From an optimization exercise on the open Yosys and OpenROAD flow, aimed at small area and a short achievable clock period; shortcuts taken in it are not production practice. Function was checked by simulation only, so behaviour that the tests miss may differ from the original. Power figures rest on the tool's default switching activity, not on a simulated workload.

===== design.v =====
`default_nettype none
module mips_instr_sequencer #(
  parameter int                DATA_W       = 32,
  parameter int                DEPTH        = 64,
  parameter int                ADDR_W       = $clog2(DEPTH),
  parameter logic [DATA_W-1:0] NOP_WORD     = '0,
  parameter int                DRAIN_CYCLES = 12
) (
  input  logic              clk,
  input  logic              reset,
  input  logic              load_en,
  input  logic [ADDR_W-1:0] load_addr,
  input  logic [DATA_W-1:0] load_data,
  input  logic [ADDR_W:0]   prog_len,
  input  logic              start,
  input  logic              step_mode,
  input  logic              step,
  input  logic              loop_en,
  input  logic              stall,
  input  logic              abort,
  output logic [DATA_W-1:0] instr,
  output logic              instr_valid,
  output logic [ADDR_W-1:0] pc_idx,
  output logic              busy,
  output logic              done,
  output logic [15:0]       issued_cnt
);
  localparam logic [3:0] c_DRAIN = 4'(DRAIN_CYCLES);
  logic              run_q, step_q, drain_q, busy_q;
  logic [3:0]        dcnt_q;
  logic [ADDR_W-1:0] idx_q;       
  logic [7:0]        row_q;       
  logic [7:0]        col_q;       
  logic [DEPTH-1:0]  rsel;        
  logic [ADDR_W-1:0] last_q;      
  logic              loop_q;
  logic [DATA_W-1:0] instr_q;     
  logic              valid_q;
  logic [ADDR_W-1:0] pc_q;
  logic [15:0]       cnt_q;
  logic              done_q;
  logic idle_q;                   
  logic idle;
  assign idle = idle_q;
  logic [DATA_W-1:0] mem_q [DEPTH];
  logic [DATA_W-1:0] mem_d [DEPTH];
  logic [DEPTH-1:0]  wr_en, keep;
  logic              load_ok;
  assign load_ok = load_en && idle;
  logic [7:0] wa_hi, wa_lo;
  always_comb begin
    for (int j = 0; j < 8; j++) begin
      wa_hi[j] = load_ok && (load_addr[5:3] == 3'(j));
      wa_lo[j] = (load_addr[2:0] == 3'(j));
    end
  end
  for (genvar w = 0; w < DEPTH; w++) begin : g_dec
    mips_seq_and2  u_we (.a(wa_hi[w/8]), .b(wa_lo[w%8]), .x(wr_en[w]));
    mips_seq_nand2 u_kp (.a(wa_hi[w/8]), .b(wa_lo[w%8]), .y(keep[w]));
  end
  for (genvar w = 0; w < DEPTH; w++) begin : g_w
    for (genvar b = 0; b < DATA_W; b++) begin : g_b
      mips_seq_a22o u_wr (
        .a1(wr_en[w]), .a2(load_data[b]), .b1(keep[w]), .b2(mem_q[w][b]), .x(mem_d[w][b])
      );
    end
  end
  always_ff @(posedge clk) begin
    for (int w = 0; w < DEPTH; w++) begin
      mem_q[w] <= mem_d[w];
    end
  end
  for (genvar w = 0; w < DEPTH; w++) begin : g_sel
    mips_seq_and2 u_sel (.a(row_q[w/8]), .b(col_q[w%8]), .x(rsel[w]));
  end
  logic [2:0] rd_n [DATA_W];
  for (genvar b = 0; b < DATA_W; b++) begin : g_rd
    logic [21:0] l1_n;
    logic [5:0]  l2;
    for (genvar k = 0; k < 20; k++) begin : g_l1
      mips_seq_a222oi u_l1 (
        .a1(rsel[3*k]),   .a2(mem_q[3*k][b]),
        .b1(rsel[3*k+1]), .b2(mem_q[3*k+1][b]),
        .c1(rsel[3*k+2]), .c2(mem_q[3*k+2][b]),
        .y(l1_n[k])
      );
    end
    mips_seq_a22oi u_l1a (
      .a1(rsel[60]), .a2(mem_q[60][b]), .b1(rsel[61]), .b2(mem_q[61][b]), .y(l1_n[20])
    );
    mips_seq_a22oi u_l1b (
      .a1(rsel[62]), .a2(mem_q[62][b]), .b1(rsel[63]), .b2(mem_q[63][b]), .y(l1_n[21])
    );
    for (genvar k = 0; k < 5; k++) begin : g_l2
      mips_seq_nand4 u_l2 (
        .a(l1_n[4*k]), .b(l1_n[4*k+1]), .c(l1_n[4*k+2]), .d(l1_n[4*k+3]), .y(l2[k])
      );
    end
    mips_seq_nand2 u_l2b (.a(l1_n[20]), .b(l1_n[21]), .y(l2[5]));
    for (genvar k = 0; k < 3; k++) begin : g_l3
      mips_seq_nor2 u_l3 (.a(l2[2*k]), .b(l2[2*k+1]), .y(rd_n[b][k]));
    end
  end
  logic len_nz, len_one;
  logic [ADDR_W-1:0] len_last;
  mips_seq_lenchk #(.W(ADDR_W+1)) u_lenchk (.len(prog_len), .nz(len_nz), .one(len_one));
  assign len_last = prog_len[ADDR_W] ? {ADDR_W{1'b1}} : (prog_len[ADDR_W-1:0] - ADDR_W'(1));
  logic start_ok, issue_st, issue_rs, issue, hold, at_last, wrap_loop;
  logic go_drain, byp, to_zero;
  assign start_ok = idle && start;
  assign issue_st = start_ok && len_nz && !step_mode;
  assign issue_rs = ((run_q && !stall) || (step_q && !stall && step)) && !abort;
  assign issue    = issue_st || issue_rs;
  assign hold     = (run_q || step_q) && !abort && stall;
  assign at_last  = issue_st ? len_one : (idx_q == last_q);
  assign wrap_loop = issue_st ? loop_en : loop_q;
  assign byp      = load_en && (load_addr == '0);
  assign go_drain = (start_ok && !len_nz)
                 || ((run_q || step_q) && abort)
                 || (issue && at_last && !wrap_loop);
  assign to_zero  = (issue && at_last) || (!issue && go_drain);
  logic s_rd_n, s_ld, s_hold;
  assign s_rd_n = reset || !issue || (issue_st && byp);
  assign s_ld   = !reset && issue_st && byp;
  assign s_hold = !reset && hold;
  logic [DATA_W-1:0] instr_d;
  for (genvar b = 0; b < DATA_W; b++) begin : g_out
    logic keep_n, rd_u;
    mips_seq_a22oi u_k (.a1(s_ld), .a2(load_data[b]), .b1(s_hold), .b2(instr_q[b]), .y(keep_n));
    mips_seq_a31o u_m (.a1(rd_n[b][0]), .a2(rd_n[b][1]), .a3(rd_n[b][2]), .b1(s_rd_n), .x(rd_u));
    mips_seq_nand2 u_o (.a(keep_n), .b(rd_u), .y(instr_d[b]));
  end
  always_ff @(posedge clk) begin
    instr_q <= instr_d;
  end
  logic run_n, step_n, drain_n, dend;
  assign dend = drain_q && (dcnt_q == 4'd0);
  always_comb begin
    run_n   = run_q;
    step_n  = step_q;
    drain_n = drain_q && !dend;
    if (start_ok && len_nz) begin
      run_n  = !step_mode;
      step_n = step_mode;
    end
    if (go_drain) begin
      run_n   = 1'b0;
      step_n  = 1'b0;
      drain_n = 1'b1;
    end
  end
  logic [15:0] cnt_inc;
  assign cnt_inc = (cnt_q == 16'hFFFF) ? cnt_q : cnt_q + 16'd1;
  always_ff @(posedge clk) begin
    if (reset) begin
      run_q   <= 1'b0;
      step_q  <= 1'b0;
      drain_q <= 1'b0;
      busy_q  <= 1'b0;
      idle_q  <= 1'b1;
      dcnt_q  <= '0;
      idx_q   <= '0;
      row_q   <= 8'd1;
      col_q   <= 8'd1;
      last_q  <= '0;
      loop_q  <= 1'b0;
      valid_q <= 1'b0;
      pc_q    <= '0;
      cnt_q   <= '0;
      done_q  <= 1'b0;
    end else begin
      run_q   <= run_n;
      step_q  <= step_n;
      drain_q <= drain_n;
      busy_q  <= run_n || step_n || drain_n;
      idle_q  <= !(run_n || step_n || drain_n);
      done_q  <= dend;
      if (go_drain) begin
        dcnt_q <= c_DRAIN;
      end else if (drain_q && !dend) begin
        dcnt_q <= dcnt_q - 4'd1;
      end
      if (start_ok) begin
        last_q <= len_last;
        loop_q <= loop_en;
      end
      if (to_zero) begin
        idx_q <= '0;
        row_q <= 8'd1;
        col_q <= 8'd1;
      end else if (issue) begin
        idx_q <= idx_q + ADDR_W'(1);
        col_q <= {col_q[6:0], col_q[7]};
        if (col_q[7]) begin
          row_q <= {row_q[6:0], row_q[7]};
        end
      end
      valid_q <= issue || (hold && valid_q);
      if (issue) begin
        pc_q <= idx_q;
      end
      if (start_ok) begin
        cnt_q <= issue ? 16'd1 : 16'd0;
      end else if (issue) begin
        cnt_q <= cnt_inc;
      end
    end
  end
  assign instr       = instr_q;
  assign instr_valid = valid_q;
  assign pc_idx      = pc_q;
  assign busy        = busy_q;
  assign done        = done_q;
  assign issued_cnt  = cnt_q;
endmodule
module mips_seq_a22o (
  input  logic a1, a2, b1, b2,
  output logic x
);
  assign x = (a1 & a2) | (b1 & b2);
endmodule
module mips_seq_a22oi (
  input  logic a1, a2, b1, b2,
  output logic y
);
  assign y = !((a1 & a2) | (b1 & b2));
endmodule
module mips_seq_a222oi (
  input  logic a1, a2, b1, b2, c1, c2,
  output logic y
);
  assign y = !((a1 & a2) | (b1 & b2) | (c1 & c2));
endmodule
module mips_seq_nand4 (
  input  logic a, b, c, d,
  output logic y
);
  assign y = !(a & b & c & d);
endmodule
module mips_seq_nand2 (
  input  logic a, b,
  output logic y
);
  assign y = !(a & b);
endmodule
module mips_seq_nor3 (
  input  logic a, b, c,
  output logic y
);
  assign y = !(a | b | c);
endmodule
module mips_seq_nor2 (
  input  logic a, b,
  output logic y
);
  assign y = !(a | b);
endmodule
module mips_seq_a31o (
  input  logic a1, a2, a3, b1,
  output logic x
);
  assign x = (a1 & a2 & a3) | b1;
endmodule
module mips_seq_and2 (
  input  logic a, b,
  output logic x
);
  assign x = a & b;
endmodule
module mips_seq_lenchk #(
  parameter int W = 7
) (
  input  logic [W-1:0] len,
  output logic         nz,
  output logic         one
);
  assign nz  = |len;
  assign one = (len == W'(1));
endmodule
`default_nettype wire

===== flow/run.sh =====
#!/bin/bash
# Standard layout (the standard.sh, all steps, standard synthesis) with two
# changes made through ORFS's own hooks:
#  - the port buffers that global placement inserts are buf_4 cells instead of
#    the resizer's default pick (a clkdlybuf4s50_1 delay cell);
#  - the 64 x 32 buffer flip-flops are pre-placed as a regular array (bit b in
#    column b, word w in a row, a spare row after every two words) before global placement and released after it,
#    so each bit's read tree is placed compactly around its column.
set -euo pipefail
here="$(cd "$(dirname "${BASH_SOURCE[0]}")" && pwd)"
export BUFFER_PORTS_ARGS="-buffer_cell sky130_fd_sc_hd__buf_4"
export PRE_GLOBAL_PLACE_SKIP_IO_TCL="$here/place_array.tcl"
export POST_GLOBAL_PLACE_TCL="$here/release_array.tcl"
export ARRAY_GAP_EVERY=2
bash standard.sh finish > standard_make.log 2>&1

===== flow/place_array.tcl =====
# Pre-places the 64 x 32 buffer flip-flops mem_q[w][b] as a regular array before
# global placement: bit b in column b, word w in a row, a spare row after every
# ARRAY_GAP_EVERY words (default 4). Each column starts one site right of a tap-cell x position, so no
# flop overlaps a tap cell. The flops are FIRM during global placement (the
# placer then puts the write muxes and read-tree gates around them) and are
# released again after it (release_array.tcl).
set block [ord::get_db_block]
set core  [$block getCoreArea]
set site_w 460
set taps {}
foreach inst [$block getInsts] {
  if {[string match "*tapvpwrvgnd*" [[$inst getMaster] getName]]} {
    lappend taps [lindex [$inst getLocation] 0]
  }
}
set xs [lsort -integer -unique $taps]
set rows {}
foreach row [$block getRows] {
  lappend rows [list [lindex [$row getOrigin] 1] [$row getOrient]]
}
set rows [lsort -integer -index 0 $rows]
set nbits 32
set nwords 64
set gap 4
if {[info exists ::env(ARRAY_GAP_EVERY)]} { set gap $::env(ARRAY_GAP_EVERY) }
set nrows_arr [expr {$nwords + $nwords / $gap}]
set k0 [expr {([llength $xs] - $nbits) / 2}]
set r0 [expr {([llength $rows] - $nrows_arr) / 2}]
if {$k0 < 0 || $r0 < 0} { error "place_array: core too small for the array" }
set placed 0
for {set w 0} {$w < $nwords} {incr w} {
  set r [lindex $rows [expr {$r0 + $w + $w / $gap}]]
  set y [lindex $r 0]
  set orient [lindex $r 1]
  for {set b 0} {$b < $nbits} {incr b} {
    set x [expr {[lindex $xs [expr {$k0 + $b}]] + $site_w}]
    set inst [$block findInst "mem_q\\\[$w\\\]\\\[$b\\\]\$_DFF_P_"]
    if {$inst eq "NULL"} { error "place_array: no flop for word $w bit $b" }
    $inst setOrient $orient
    $inst setLocation $x $y
    $inst setPlacementStatus FIRM
    incr placed
  }
}
puts "place_array: placed $placed flip-flops, columns from x=[lindex $xs $k0], rows from [lindex [lindex $rows $r0] 0]"

===== flow/release_array.tcl =====
# Releases the pre-placed buffer flip-flops (see place_array.tcl) so that the
# resizer and detailed placement may resize and legalize them like any cell.
set n 0
foreach inst [[ord::get_db_block] getInsts] {
  if {[$inst getPlacementStatus] eq "FIRM"} {
    $inst setPlacementStatus PLACED
    incr n
  }
}
puts "release_array: released $n cells"

===== standard.sh =====
#!/bin/bash
# synth_recipe.tcl (not shown) runs the flow's synth.tcl, then flattens the netlist and writes it again
# the make line also repeats each setting of config.mk as NAME=value (left out here)
make -C /OpenROAD-flow-scripts/flow DESIGN_CONFIG=/design/flow/config.mk WORK_HOME=/design/flow/orfs CLKGATE_MAP_FILE= SYNTH_SCRIPT=/design/flow/synth_recipe.tcl "${@:-finish}"

===== config.mk =====
export PLATFORM = sky130hd
export DESIGN_NAME = mips_instr_sequencer
export DESIGN_NICKNAME = mips_instr_sequencer
export VERILOG_FILES = /design/flow/design.v
export SDC_FILE = /design/flow/constraint.sdc
export NUM_CORES = 4
export LEC_CHECK = 0
export CAP_MARGIN = 20
export CORE_ASPECT_RATIO = 0.6
export CORE_MARGIN = 2
export CORE_UTILIZATION = 50
export CTS_CLUSTER_DIAMETER = 100
export CTS_CLUSTER_SIZE = 25
export PLACE_DENSITY = 0.85
export SETUP_SLACK_MARGIN = 2.5
export SLEW_MARGIN = 20
export SYNTH_HIERARCHICAL = 1
export SYNTH_MINIMUM_KEEP_SIZE = 0

===== constraint.sdc =====
create_clock -name core_clock -period 4.5 [get_ports {clk}]
set_input_delay 0.9000 -clock core_clock [delete_from_list [all_inputs] [get_ports {clk}]]
set_output_delay 0.9000 -clock core_clock [all_outputs]
set_load 0.01 [all_outputs]

==> results.ini, run 1 <==
[timing]
setup_slack_ps = 2260
final_hold_viol_count = 0
fin_crit_sh_pct = 49.7
clock_skew_ps = 30.4
relSlewSlack_pct = 38.6
finalSetupViolCount = 0
rsz0062_at_grt = true
timing.hold.ws_ps = 419
tightest_slew_ps = 921
fin_setup_tns_ps = 0
min_period_ps = 2240
drv_slew = 0
fmax_mhz = 447

[clock_tree]
cts_tree = built
holdBufCountCts = 0
clk_latency_ps = 760
cts_num_sinks = 2142
cts_buffers = 95
clk_pin_slew_ps = 100
htreeDepth = 3
clock_path_buffers = 3
cts-root-buf = clkbuf_16

[worst_setup_path]
cpMaxStageDelayCell = a222oi_1
worstPathCellList = and2_1 > buf_4 > a222oi_1 > nand4_1 > nor2_2 > a31o_1 > nand2_1
r2r_setup_slack_ps = 2260
required_ps = 5150
crit_buf_inv = 1
worst_setup_path_start_kind = flop
cp.arrival_ps = 2890
critPathMaxFanout = 32
end_kind = flop
crit_family = compound AO/OA/AOI/OAI gates
crit_type = reg -> reg
max_stage_delay_ps = 560

[status]
status = no timing/DRC/antenna violations

[floorplanning]
die_area_mm2 = 0.149
coreArea_mm2 = 0.145
io-pin-count = 111
die_x_um = 498
rows = 108
start_util_pct = 50.4
die_h_um = 300

[power_and_ir_drop]
power_mw = 35.3
power_density_mw_per_mm2 = 424
peakVddDrop_v = 0.000332
leakagePower_nw = 32.5

[synthesis]
yosys_warnings = 11
synth_flop_cell = dfxtp_1
synthesis.area_mm2 = 0.0731
synth_top_family_by_area = compound AO/OA/AOI/OAI gates
yosys.area_share.simple_pct = 4.99
synth.distinct_cells = 51
synth_edf_count = 0
synth-xor-area-share_pct = 0.324
synthAdderAreaFrac_pct = 0.0685
syn_nets = 5836
synthArstFlopShare_pct = 0
ys_ff_latch = 2142
synthCells = 5778
yosysSeqAreaShare_pct = 58.7
synthMuxAreaShare_pct = 0.0154
synth_compound_area_share_pct = 35.8
syn_avg_cell_area_um2 = 12.6

[detailed_routing]
wl_per_cell_um = 28.4
drt-initial-drc-count = 13200
wl_um = 233000
vias = 59200
drc = 0
antenna_left = 0
vias_per_cell = 7.22
dr.pass1.iters = 10

[cells_and_area]
diodes = 0
fin_area_mm2 = 0.0831
drive_gt1_share_pct = 13.9
fin_util_pct = 57.4
layout.cells.non_filler = 8201
num-fill-cells = 11100
syn2layout_area_growth_pct = 13.8
layout.nets = 6329

[grt]
grt_max_degree = 66
grt_pass1_vias = 51400
overflow = 0
grt_usage_pct = 29.0
antenna_found_initial = 0
grt_pass1_wl_um = 341000

[placed_design]
dp.cells = 7959
pre_cts_slack_ps = 772
hpwl_um = 165000
io_buffers = 110
placed_area_mm2 = 0.0777

[hold_path]
hp-class = in -> reg

[flow_run]
maxCapViolations = 0

==> power by group <==
| part | internal (mW) | switching (mW) |
|---|---|---|
| clock | 3.91 | 5.77 |
| combinational | 1.75 | 1.30 |
| sequential | 21.2 | 1.32 |
| total | 26.9 | 8.39 |
==> synthesized netlist by cell type, drive strengths merged (2+ instances only) <==
master,n,area (um^2)
nand4b,2,17.5
a222oi,640,6410
nand2,185,694
and3,4,25.0
a21oi,33,169
inv,8,30.0
nand3,20,100
nor4,5,43.8
o21ai,4,20.0
xnor2,15,131
a22oi,96,1200
nor3,26,135
or3,2,12.5
dfxtp,2142,42900
nand4,173,1100
and2,132,826
xor2,12,105
clkbuf,10,38.8
and4,2,17.5
or4,3,22.5
ha,4,50.1
o31ai,2,15.0
and3b,2,17.5
nor3b,8,60.1
nor2,139,522
o2111ai,2,17.5
buf,10,53.8
a21o,3,22.5
a31o,33,289
nand3b,2,15.0
a22o,2048,17900
==> modules after synthesis, one instance, submodules excluded, a selection <==
module / cells / times used / cell area (um^2)
mips_seq_nand4: 1 / 160 / 6.26
mips_seq_a31o: 1 / 32 / 8.76
mips_seq_a222oi: 1 / 640 / 10.0
mips_seq_nor2: 1 / 96 / 3.75
mips_instr_sequencer: 2446 / 1 / 44600
mips_seq_a22o: 1 / 2048 / 8.76
mips_seq_a22oi: 1 / 96 / 12.5
mips_seq_nand2: 1 / 128 / 3.75
mips_seq_and2: 1 / 128 / 6.26
==> cells by family after synthesis <==
kind of cell               after synthesis
AOI/OAI and AO/OA                     2867
xor gates and xnor gates                27
adders and majority gates                4
buffers and inverters                   28
DFF                                   2142
muxes                                    1
and+or+nand+nor                        709
==> layout make-up <==
type	count	area [um^2]	area share (%)
clock buffers	98	2450	2.95
well taps	1925	2410	2.90
flip-flops and latches	2142	43000	51.8
inverters	8	30.0	0.0361
clock inverters	4	42.5	0.0512
multi-input cells	3618	31100	37.4
repair buffers	406	4070	4.89
==> sequential cells by signal, indices dropped and copies added, names as in the netlist, 4 cells and up <==
register  flops
cnt_q        16
mem_q      2048
col_q         8
pc_q          6
row_q         8
last_q        6
idx_q         6
instr_q      32
dcnt_q        4
==> repair_timing <==
action                                  4_1_cts  5_1_grt
cloned                                       19        2
gates resized for setup                     343      102
endpoints found under the setup margin     2158      921
setup buffers                                85       34
pin swaps                                    72       71
==> placed cells by master (no fill, tap or decap), types with 49 or more instances in the layout <==
cell type,n
dfxtp_2,49
a222oi_1,640
a22o_1,2048
nand4_1,170
nor2_1,86
a22oi_2,96
buf_4,269
buf_6,86
dfxtp_1,2069
and2_1,98
nand2_1,152
clkbuf_16,99
==> per-layer routing <==
metal | track usage (%) | part of all wire (%) | vias up
met4 | 9.50 | 3.6 | 0
li1 | - | - | 25900
met5 | 0 | 0 | -
met1 | 49.0 | 47 | 28200
met2 | 34.6 | 34 | 4742
met3 | 6.37 | 15 | 358
==> path summary, 6_finish.rpt <==
| check | to | cells past startpoint | start |
|---|---|---|---|
| worst max-delay path | instr_q[18] | 7 | col_q[1] |
| worst min-delay path | loop_q | 3 | loop_en |
| worst min register to register | pc_q[0] | 2 | pc_q[0] |
| worst max register to register | instr_q[18] | 7 | col_q[1] |
==> worst register-to-register path, delay by kind of cell (launching register included) <==
| family | cells | cell delay, ps |
|---|---|---|
| AOI/OAI and AO/OA | 2 | 770 |
| and+or+nand+nor | 4 | 650 |
| DFF | 1 | 440 |
| buffers and inverters | 1 | 270 |
==> run 2: changes to the inputs <==
--- a/design.v
+++ b/design.v
@@ -104,5 +104,6 @@
   logic len_nz, len_one;
   logic [ADDR_W-1:0] len_last;
-  mips_seq_lenchk #(.W(ADDR_W+1)) u_lenchk (.len(prog_len), .nz(len_nz), .one(len_one));
+  assign len_nz   = |prog_len;
+  assign len_one  = (prog_len == (ADDR_W+1)'(1));
   assign len_last = prog_len[ADDR_W] ? {ADDR_W{1'b1}} : (prog_len[ADDR_W-1:0] - ADDR_W'(1));
   logic start_ok, issue_st, issue_rs, issue, hold, at_last, wrap_loop;
@@ -268,13 +269,3 @@
   assign x = a & b;
 endmodule
-module mips_seq_lenchk #(
-  parameter int W = 7
-) (
-  input  logic [W-1:0] len,
-  output logic         nz,
-  output logic         one
-);
-  assign nz  = |len;
-  assign one = (len == W'(1));
-endmodule
 `default_nettype wire
==> flow/run.sh (replaced) <==
#!/bin/bash
# Standard layout (the standard.sh, all steps, standard synthesis) with
# three changes made through ORFS's own hooks:
#  - the port buffers that global placement inserts are buf_4 cells instead of
#    the resizer's default pick (a clkdlybuf4s50_1 delay cell);
#  - the 64 x 32 buffer flip-flops are pre-placed as a regular array (bit b in
#    column b, word w in a row, a spare row after every two words) before
#    global placement and released after it, so each bit's read tree is placed
#    compactly around its column (place_array.tcl, release_array.tcl);
#  - instr[b] and load_data[b] pins are placed on the bottom and top edges at
#    column b before the pin placer places the rest (place_io.tcl).
set -euo pipefail
here="$(cd "$(dirname "${BASH_SOURCE[0]}")" && pwd)"
export BUFFER_PORTS_ARGS="-buffer_cell sky130_fd_sc_hd__buf_4"
export PRE_GLOBAL_PLACE_SKIP_IO_TCL="$here/place_array.tcl"
export POST_GLOBAL_PLACE_TCL="$here/release_array.tcl"
export PRE_IO_PLACEMENT_TCL="$here/place_io.tcl"
export ARRAY_GAP_EVERY=2
bash standard.sh finish > standard_make.log 2>&1
==> flow/place_io.tcl (new file) <==
# Puts each data pin next to its bit column of the pre-placed buffer array
# (see place_array.tcl): instr[b] on the bottom edge and load_data[b] on the
# top edge, at the x of column b. place_pins then places the other pins.
set block [ord::get_db_block]
set die   [$block getDieArea]
set taps {}
foreach inst [$block getInsts] {
  if {[string match "*tapvpwrvgnd*" [[$inst getMaster] getName]]} {
    lappend taps [lindex [$inst getLocation] 0]
  }
}
set xs [lsort -integer -unique $taps]
set k0 [expr {([llength $xs] - 32) / 2}]
set dbu [$block getDbUnitsPerMicron]
for {set b 0} {$b < 32} {incr b} {
  # middle of the column's flip-flop, snapped to the met2 track pitch (0.46 um)
  set x [expr {[lindex $xs [expr {$k0 + $b}]] + 460 + 3680}]
  set x [expr {(($x - 230) / 460) * 460 + 230}]
  set xu [expr {double($x) / $dbu}]
  place_pin -pin_name "instr\[$b\]" -layer met2 -location [list $xu 0] -pin_size {0.28 1.0} -force_to_die_boundary
  place_pin -pin_name "load_data\[$b\]" -layer met2 -location [list $xu [expr {double([$die yMax]) / $dbu}]] -pin_size {0.28 1.0} -force_to_die_boundary
}
puts "place_io: placed instr and load_data pins by column"
==> results.ini, run 2 <==
[synthesis]
synth.top_cell.area_share_pct = 58.6
syn_avg_cell_area_um2 = 12.7
yosysTopAreaCell = dfxtp_1
ys_ff_latch = 2142
synthCells = 5776
synthesis.area_mm2 = 0.0731
yosysSeqAreaShare_pct = 58.6
synthArstFlopShare_pct = 0
synthMuxAreaShare_pct = 0.0291
synth.area.top_cells = dfxtp_1 59%, a22o_1 25%, a222oi_1 8.8%
synth.distinct_cells = 50
synthAdderAreaFrac_pct = 0.103
synth_flop_cell = dfxtp_1
yosys.area_share.simple_pct = 4.81
synthTopCellsByCount = 2142 x dfxtp_1, 2048 x a22o_1, 640 x a222oi_1, 176 x nand2_1, 170 x nand4_1
syn_nets = 5836
synth_edf_count = 0
synth_compound_area_share_pct = 35.9
synthMostInstantiatedCell = dfxtp_1
synth_top_family_by_area = compound AO/OA/AOI/OAI gates
yosys_warnings = 11
synth-xor-area-share_pct = 0.347

[placed_design]
hpwl_um = 168000
io_buffers = 110
placed_area_mm2 = 0.0779

[hold_path]
hp-class = in -> reg

[floorplanning]
die_x_um = 498
die_area_mm2 = 0.149
io-pin-count = 47
die_h_um = 300
rows = 108
start_util_pct = 50.5
coreArea_mm2 = 0.145

[cells_and_area]
top_regs = mem_q x2048, instr_q x32, cnt_q x16
mostFrequentLayoutCell = dfxtp_1
layout.nets = 6341
fin_area_mm2 = 0.0828
drive_gt1_share_pct = 13.4
syn2layout_area_growth_pct = 13.3
largest_register_ff_count = 2048
fin_util_pct = 57.2
final_cell_mix = 2067 x dfxtp_1, 2048 x a22o_1, 640 x a222oi_1
regMostFlops = mem_q

[worst_setup_path]
crit_type = in -> reg
critPathMaxFanout = 5
end_kind = flop
cp.arrival_ps = 2790
cpMaxStageDelayCell = or4b_4
worst_setup_path_start_kind = input pin
required_ps = 5130
worstPathCellList = buf_8 > inv_6 > ha_4 > or4b_4 > buf_6 > o31a_4 > o221ai_4 > buf_6 > a21o_4 > a21oi_2
max_stage_delay_ps = 490
crit_path_frequent_cell = buf_6

[detailed_routing]
vias = 59800
vias_per_cell = 7.29
wl_um = 235000
dr.pass1.iters = 8
drc = 0
wl_per_cell_um = 28.6
antenna_left = 0
drt-initial-drc-count = 13400

[timing]
fin_crit_sh_pct = 48.1
clock_skew_ps = 24.3
final_hold_viol_count = 0
relSlewSlack_pct = 44.4
drv_slew = 0
timing.hold.ws_ps = 416
tightest_slew_ps = 834
rsz0062_at_grt = true
finalSetupViolCount = 0
min_period_ps = 2160
fin_setup_tns_ps = 0
fmax_mhz = 462

[clock_tree]
cts-root-buf = clkbuf_16
clk_latency_ps = 750
cts_tree = built
clock_path_buffers = 3
cts_num_sinks = 2142
htreeDepth = 3
cts_buffers = 95
holdBufCountCts = 0
clk_pin_slew_ps = 100

[grt]
antenna_found_initial = 5
grt_usage_pct = 29.1
grt_pass1_vias = 52600
overflow = 0
grt_pass1_wl_um = 344000
grt_max_degree = 66

[power_and_ir_drop]
peakVddDrop_v = 0.000313
power_density_mw_per_mm2 = 423
leakagePower_nw = 32.4

[status]
status = no timing/DRC/antenna violations

[flow_run]
maxCapViolations = 0

run 2: report_power, final:
group	internal [mW]	leakage (nW)	switching [mW]
clock	3.86	1.20	5.71
sequential	21.2	17.6	1.30
combinational	1.69	13.6	1.23
run 2: what timing repair did:
item / in CTS / in global routing
pin swaps: 60 / 99
gates resized for setup: 330 / 81
gates cloned: 14 / 1
endpoints found under the setup margin: 2190 / 960
setup buffers: 83 / 33
run 2: final timing paths:
kind               start    endpoint  slack [ps]  depth (start not counted)
max          prog_len[0]    row_q[5]        2340                         10
min              loop_en      loop_q         420                          3
max reg2reg     col_q[1]  instr_q[1]        2360                          8
min reg2reg      pc_q[5]     pc_q[5]         470                          2
run 2: through the flow:
step	power (mW)	std cells	setup slack (ps)
after global placement	25.4	7977	252
after global routing	36.0	8209	2310
after CTS	34.9	8173	2320
after floorplan	24.5	5776	1400
final	35.0	8211	2340
after detailed placement	25.5	7978	847
run 2: worst max-delay path, delay by kind of cell:
family | cells | cell delay (ps)
AND/OR/NAND/NOR | 1 | 490
AO/OA/AOI/OAI | 4 | 840
buffers and inverters | 4 | 450
adder cells (fa/ha/maj) | 1 | 120
run 2: kinds of logic (layout without fill, tap and decap cells):
family / Yosys count / count (layout)
AO/OA/AOI/OAI: 2884 / 2886
XOR/XNOR: 29 / 29
adder cells (fa/ha/maj): 6 / 6
buffers and inverters: 27 / 524
flip-flops: 2142 / 2142
multiplexers: 2 / 2
other: 0 / 4
AND/OR/NAND/NOR: 686 / 693
run 2: layout make-up:
cell class | count | area, um^2
antenna | 4 | 10.0
clock buffer | 97 | 2430
clock inverter | 1 | 8.76
fill | 11200 | 62000
inverter | 9 | 43.8
multi-input combinational | 3616 | 31000
sequential | 2142 | 43000
tap | 1925 | 2410
timing repair buffer | 417 | 3940
run 2: per-layer routing:
layer  vias to the layer above  global-route usage, %  wire [um]
li1                      26000                      -          -
met1                     28600                   48.7     108000
met2                      4884                   37.1      85000
met3                       364                   5.12      34700
met4                         2                   7.97       7120
met5                         -                      0         47
run 2: modules after synthesis, one instance, submodules excluded:
module | times used | cells
mips_instr_sequencer | 1 | 2448
mips_seq_nand2 | 128 | 1
mips_seq_and2 | 128 | 1
mips_seq_a31o | 32 | 1
mips_seq_nor2 | 96 | 1
mips_seq_a22o | 2048 | 1
mips_seq_nand4 | 160 | 1
mips_seq_a22oi | 96 | 1
mips_seq_a222oi | 640 | 1
==> run 3: changes to the inputs <==
--- a/design.v
+++ b/design.v
@@ -78,5 +78,5 @@
     logic [21:0] l1_n;
     logic [5:0]  l2;
-    for (genvar k = 0; k < 20; k++) begin : g_l1
+    for (genvar k = 0; k < 21; k++) begin : g_l1
       mips_seq_a222oi u_l1 (
         .a1(rsel[3*k]),   .a2(mem_q[3*k][b]),
@@ -86,10 +86,5 @@
       );
     end
-    mips_seq_a22oi u_l1a (
-      .a1(rsel[60]), .a2(mem_q[60][b]), .b1(rsel[61]), .b2(mem_q[61][b]), .y(l1_n[20])
-    );
-    mips_seq_a22oi u_l1b (
-      .a1(rsel[62]), .a2(mem_q[62][b]), .b1(rsel[63]), .b2(mem_q[63][b]), .y(l1_n[21])
-    );
+    mips_seq_nand2 u_l1a (.a(rsel[63]), .b(mem_q[63][b]), .y(l1_n[21]));
     for (genvar k = 0; k < 5; k++) begin : g_l2
       mips_seq_nand4 u_l2 (
==> results.ini, run 3 <==
[worst_setup_path]
critPathMaxFanout = 6
cp-startpoint = prog_len[1]
worstPathCellList = buf_6 > inv_4 > ha_4 > or4b_4 > o21ai_4 > buf_6 > buf_6 > o221ai_4 > a21o_4 > nand3b_1
timing.rr.start = col_q[3]
r2r_setup_slack_ps = 2370
max_stage_delay_ps = 500
cp.arrival_ps = 2780
required_ps = 5120
worst_setup_path_start_kind = input pin
end_kind = flop
crit_type = in -> reg
crit_path_frequent_cell = buf_6
cpMaxStageDelayCell = or4b_4

[synthesis]
synthArstFlopShare_pct = 0
yosys_warnings = 11
syn_avg_cell_area_um2 = 12.6
synthMostInstantiatedCell = dfxtp_1
synthTopCellsByCount = 2142 x dfxtp_1, 2048 x a22o_1, 672 x a222oi_1, 208 x nand2_1, 170 x nand4_1
synthesis.area_mm2 = 0.0728
yosysTopAreaCell = dfxtp_1
synth.distinct_cells = 50
synth.top_cell.area_share_pct = 58.9
synth_flop_cell = dfxtp_1
ys_ff_latch = 2142
synthCells = 5776
synth_edf_count = 0
yosysSeqAreaShare_pct = 58.9
syn_nets = 5836
synth.area.top_cells = dfxtp_1 59%, a22o_1 25%, a222oi_1 9.2%

[floorplanning]
start_util_pct = 50.4
coreArea_mm2 = 0.144
die_h_um = 299
die_x_um = 496
rows = 108
die_area_mm2 = 0.149
io-pin-count = 47

[power_and_ir_drop]
p_seq_share_pct = 64.0
p_int_mw = 26.9
power_density_mw_per_mm2 = 426
p_clk_share_pct = 27.6
peakVddDrop_v = 0.000345
combPwrFrac_pct = 8.4
sw_frac_of_total_pct = 23.5
leakagePower_nw = 32.4
p_sw_mw = 8.27

[detailed_routing]
drt-initial-drc-count = 14300
met2_length_um = 84300
vias = 60300
wl_met3_um = 35800
vias_per_cell = 7.35
antenna_left = 0
dr.pass1.iters = 13
wl_per_cell_um = 28.6
drt-met1-wl_um = 106000
top_layer_used = met5
drc = 0
wl_um = 235000

[flow_run]
maxCapViolations = 0

[cells_and_area]
layout.nets = 6339
largest_register_ff_count = 2048
fin_area_mm2 = 0.0825
regMostFlops = mem_q
final_cell_mix = 2069 x dfxtp_1, 2048 x a22o_1, 672 x a222oi_1
mostFrequentLayoutCell = dfxtp_1
syn2layout_area_growth_pct = 13.4
drive_gt1_share_pct = 12.2
top_regs = mem_q x2048, instr_q x32, cnt_q x16

[hold_path]
hp-class = in -> reg
min-delay-start = prog_len[0]

[timing]
clock_skew_ps = 33.5
timing.hold.ws_ps = 421
fin_setup_tns_ps = 0
fin_crit_sh_pct = 47.8
finalSetupViolCount = 0
rsz0062_at_grt = true
tightest_slew_ps = 884
relSlewSlack_pct = 41.1
setup_slack_ps = 2350
final_hold_viol_count = 0
drv_slew = 0
min_period_ps = 2150
fmax_mhz = 465

[placed_design]
placed_area_mm2 = 0.0775
hpwl_um = 168000
io_buffers = 110
pre_cts_slack_ps = 764

[clock_tree]
clk_pin_slew_ps = 90
cts_tree = built
holdBufCountCts = 0
htreeDepth = 3
clock_path_buffers = 3
cts-root-buf = clkbuf_16
cts_buffers = 95
clk_latency_ps = 750
cts_num_sinks = 2142

[grt]
grt_pass1_wl_um = 346000
grt_max_degree = 66
overflow = 0
grt_pass1_vias = 53500
antenna_found_initial = 4
grt_usage_pct = 29.5

[status]
status = no timing/DRC/antenna violations

run 3: cell types whose count changed after synthesis:
cell,change
a22oi_2,-64
a222oi_1,+32
nand2_1,+32
run 3: kinds of logic (layout without fill, tap and decap cells):
kind of cell / Yosys count / after routing / share of synthesized area, %
other: 0 / 3 / 0
XOR/XNOR: 29 / 29 / 0.349
AO/OA/AOI/OAI: 2852 / 2854 / 35.4
buffers and inverters: 27 / 531 / 0.170
flip-flops: 2142 / 2142 / 58.9
AND/OR/NAND/NOR: 718 / 721 / 5.00
multiplexers: 2 / 2 / 0.0292
adder cells (fa/ha/maj): 6 / 6 / 0.103
run 3: worst max-delay path: cells and delay by family:
family                     cells  cell delay [ps]
and+or+nand+nor                2              680
AOI/OAI and AO/OA              3              670
buffers and inverters          4              370
adders and majority gates      1              140
run 3: stage by stage:
stage	power [mW]	instances	util, %
3_5_place_dp	25.5	7984	53.7
3_3_place_gp	25.4	7984	53.7
2_1_floorplan	24.4	5776	-
6_report	35.1	8213	57.1
5_1_grt	36.1	8213	57.1
4_1_cts	35.0	8177	56.7
run 3: metal layers:
| layer | vias up | global-route usage [%] |
|---|---|---|
| met3 | 434 | 5.78 |
| met1 | 28900 | 49.1 |
| met2 | 5004 | 36.6 |
| li1 | 26000 | - |
| met5 | - | 0 |
| met4 | 4 | 9.34 |
run 3: Yosys stat by module, one instance, submodules excluded:
module | cells | cell area [um^2]
mips_instr_sequencer | 2448 | 44700
mips_seq_a22oi | 1 | 12.5
mips_seq_a222oi | 1 | 10.0
mips_seq_a22o | 1 | 8.76
mips_seq_a31o | 1 | 8.76
mips_seq_and2 | 1 | 6.26
mips_seq_nand4 | 1 | 6.26
mips_seq_nand2 | 1 | 3.75
mips_seq_nor2 | 1 | 3.75
run 3: path summary, 6_finish.rpt:
kind / to / cells past startpoint
setup / recovery: row_q[0] / 10
setup reg to reg: instr_q[16] / 8
hold / removal: last_q[0] / 2
hold reg to reg: instr_q[23] / 2
run 3: repair_timing:
action / 4_1_cts / 5_1_grt
resized for setup: 311 / 90
pin swaps: 70 / 77
setup buffers: 82 / 31
cloned: 8 / 2
endpoints found under the setup margin: 2179 / 951
run 3: final cells by class:
class | instances | area, um^2
inverters | 9 | 38.8
repair buffers | 419 | 4000
clock inverters | 4 | 35.0
flip-flops and latches | 2142 | 43000
fillers | 11000 | 62000
diodes | 3 | 7.51
multi-input cells | 3612 | 30500
clock buffers | 99 | 2480
well taps | 1925 | 2410
run 3: power by group through the flow:
stage / Clock [mW] / Combinational, mW / Sequential, mW
2_1_floorplan: 0 / 1.94 / 22.5
3_3_place_gp: 0 / 2.62 / 22.8
3_5_place_dp: 0 / 2.70 / 22.8
4_1_cts: 9.76 / 2.85 / 22.4
5_1_grt: 10.3 / 3.14 / 22.7
6_report: 9.69 / 2.94 / 22.5
==> run 4: changes to the inputs <==
--- a/config.mk
+++ b/config.mk
@@ -17,2 +17,3 @@
 export SYNTH_HIERARCHICAL = 1
 export SYNTH_MINIMUM_KEEP_SIZE = 0
+export TNS_END_PERCENT = 20
==> results.ini, run 4 <==
[clock_tree]
cts_buffers = 95
clk_pin_slew_ps = 100
clock_path_buffers = 3
cts_tree = built
clk_latency_ps = 750
htreeDepth = 3
cts_num_sinks = 2142
cts-root-buf = clkbuf_16
holdBufCountCts = 0

[synthesis]
synth-xor-area-share_pct = 0.349
synthMostInstantiatedCell = dfxtp_1
yosysSeqAreaShare_pct = 58.9
synth.top_cell.area_share_pct = 58.9
synthCells = 5776
yosys.area_share.simple_pct = 5.00
synthTopCellsByCount = 2142 x dfxtp_1, 2048 x a22o_1, 672 x a222oi_1, 208 x nand2_1, 170 x nand4_1
synth_top_family_by_area = compound AO/OA/AOI/OAI gates
synthAdderAreaFrac_pct = 0.103
ys_ff_latch = 2142
synth.area.top_cells = dfxtp_1 59%, a22o_1 25%, a222oi_1 9.2%
synth_flop_cell = dfxtp_1
yosysTopAreaCell = dfxtp_1
synthesis.area_mm2 = 0.0728
syn_nets = 5836
synth_compound_area_share_pct = 35.4
synth_edf_count = 0
syn_avg_cell_area_um2 = 12.6
synth.distinct_cells = 50
yosys_warnings = 11
synthArstFlopShare_pct = 0
synthMuxAreaShare_pct = 0.0292

[worst_setup_path]
worst_setup_path_start_kind = flop
critPathMaxFanout = 16
crit_type = reg -> reg
cp.arrival_ps = 2830
end_kind = flop
required_ps = 5170
r2r_setup_slack_ps = 2340
timing.rr.start = step_q
worst_r2r_path_depth = 7
r2r_end = instr_q[27]

[detailed_routing]
wl_um = 232000
wl_per_cell_um = 28.4
antenna_left = 0
vias_per_cell = 7.31
drc = 0
dr.pass1.iters = 10
vias = 59800
drt-initial-drc-count = 13300

[timing]
finalSetupViolCount = 0
fmax_mhz = 463
clock_skew_ps = 27.4
final_hold_viol_count = 0
fin_setup_tns_ps = 0
min_period_ps = 2160
rsz0062_at_grt = true
drv_slew = 0
timing.hold.ws_ps = 422
relSlewSlack_pct = 40.7
tightest_slew_ps = 890
fin_crit_sh_pct = 48.0

[grt]
grt_pass1_vias = 53200
antenna_found_initial = 4
grt_max_degree = 66
overflow = 0
grt_usage_pct = 29.2
grt_pass1_wl_um = 344000

[cells_and_area]
regMostFlops = mem_q
drive_gt1_share_pct = 11.4
top_regs = mem_q x2048, instr_q x32, cnt_q x16
syn2layout_area_growth_pct = 12.5
largest_register_ff_count = 2048
mostFrequentLayoutCell = dfxtp_1
layout.nets = 6303
final_cell_mix = 2074 x dfxtp_1, 2048 x a22o_1, 672 x a222oi_1
layout.cells.non_filler = 8178
num-fill-cells = 11100

[placed_design]
dp.cells = 7984
hpwl_um = 168000
io_buffers = 110

[hold_path]
whs_endpoint = last_q[0]
hp-class = in -> reg
min_delay_path_depth = 2
min-delay-start = prog_len[0]

[power_and_ir_drop]
p_sw_mw = 8.24
p_int_mw = 26.8
p_seq_share_pct = 64.1
combPwrFrac_pct = 8.3
peakVddDrop_v = 0.000345
leakagePower_nw = 32.1
sw_frac_of_total_pct = 23.5
p_clk_share_pct = 27.6
power_density_mw_per_mm2 = 428

[floorplanning]
die_area_mm2 = 0.149
coreArea_mm2 = 0.144
die_x_um = 496
start_util_pct = 50.4
rows = 108
io-pin-count = 47
die_h_um = 299

[flow_run]
maxCapViolations = 0

[status]
status = no timing/DRC/antenna violations

## run 4: cell counts after synthesis
No cell type changed its count.
## run 4: cells by family after synthesis
family / after synthesis
AOI/OAI and AO/OA: 2852
xor gates and xnor gates: 29
adders and majority gates: 6
buffers and inverters: 27
DFF: 2142
muxes: 2
and+or+nand+nor: 718
## run 4: per-stage QoR
step | utilization (%) | total power, mW | area, um^2 | worst slack, ps
global placement | 53.7 | 25.4 | 77500 | 666
global route | 56.7 | 36.1 | 81900 | 2300
CTS | 56.3 | 35.0 | 81400 | 2320
detailed placement | 53.7 | 25.5 | 77500 | 764
floorplan | - | 24.4 | 72900 | 1400
finish | 56.7 | 35.1 | 81900 | 2340
## run 4: power by group through the flow
stage | Combinational (mW) | Clock [mW] | Sequential [mW]
floorplan | 1.94 | 0 | 22.5
global placement | 2.62 | 0 | 22.8
detailed placement | 2.70 | 0 | 22.8
CTS | 2.83 | 9.76 | 22.4
global route | 3.10 | 10.3 | 22.7
finish | 2.90 | 9.68 | 22.5
## run 4: worst max-delay path, cell delays in order (launching register included)
cell and delay, ps:
dfxtp_1 470, a21o_1 310, and2_4 400, nand2_1 120, a21o_4 270, buf_12 190, a31o_1 200, nand2_1 90
## run 4: per-module statistics from Yosys (local to each module, per instance), a selection
module                times used  area, um^2
mips_instr_sequencer           1       44700
mips_seq_a31o                 32        8.76
mips_seq_nand4               160        6.26
mips_seq_and2                128        6.26
mips_seq_nand2               160        3.75
mips_seq_nor2                 96        3.75
## run 4: repair_timing
action | in CTS | in global routing
setup endpoints to repair | 2179 | 1816
gates resized for setup | 270 | 64
pin swaps | 67 | 3
buffers inserted | 44 | 36
gates cloned | 7 | 0
## run 4: final cells by class
cell class	instances	area [um^2]	area share (%)
repair buffers	385	3530	4.31
multi-input cells	3610	30400	37.1
diodes	4	10.0	0.0122
well taps	1925	2410	2.94
inverters	9	38.8	0.0474
clock inverters	4	35.0	0.0428
flip-flops and latches	2142	43000	52.5
clock buffers	99	2480	3.03
## run 4: per-layer routing
layer	GRT usage, %	routed length, um	vias up
met5	0	0	-
met2	36.4	84200	4856
met4	8.95	7380	0
met1	48.8	106000	28700
li1	-	-	25900
met3	5.77	35000	370
## run 4: worst max path at each step
stage | cells after the start | start | slack [ps] | endpoint
floorplan | 5 | load_addr[2] | 1400 | instr_q[0]
global placement | 9 | prog_len[1] | 670 | idx_q[0]
detailed placement | 9 | prog_len[1] | 760 | idx_q[0]
CTS | 1 | instr_q[0] | 2320 | instr[0]
global route | 8 | col_q[5] | 2300 | instr_q[17]
finish | 7 | step_q | 2340 | instr_q[27]

==> what the ideal ports hide <==
Ports are ideal in the flow. The routed layouts listed here were re-timed in OpenROAD. Step 1 sets driving cells, clkbuf_16 on the clock port and buf_2 on the other inputs (assumed; they add their load-dependent delay and slew). Step 2 also shifts input and output timing later by t, the mid clock arrival at the registers, as if the neighbouring blocks saw the same clock. Slacks: no drivers / after step 1 / after step 2; pairs: no drivers / after step 1.
| run | shift t [ns] | setup slack, ns | hold WS [ns] |
|---|---|---|---|
| run 1 | 0.816 | 2.263 / 2.246 / 1.484 | 0.419 / 0.366 / 0.471 |
| run 2 | 0.810 | 2.336 / 2.266 / 1.507 | 0.416 / 0.468 / 0.468 |
| run 3 | 0.813 | 2.347 / 2.267 / 1.454 | 0.421 / 0.475 / 0.475 |
| run 4 | 0.817 | 2.338 / 2.277 / 1.490 | 0.422 / 0.469 / 0.469 |
After both steps setup and hold are still met in every run listed. The setup slack of run 3, which loses most, moves by -0.080 ns with the drivers and by -0.893 ns with both steps.
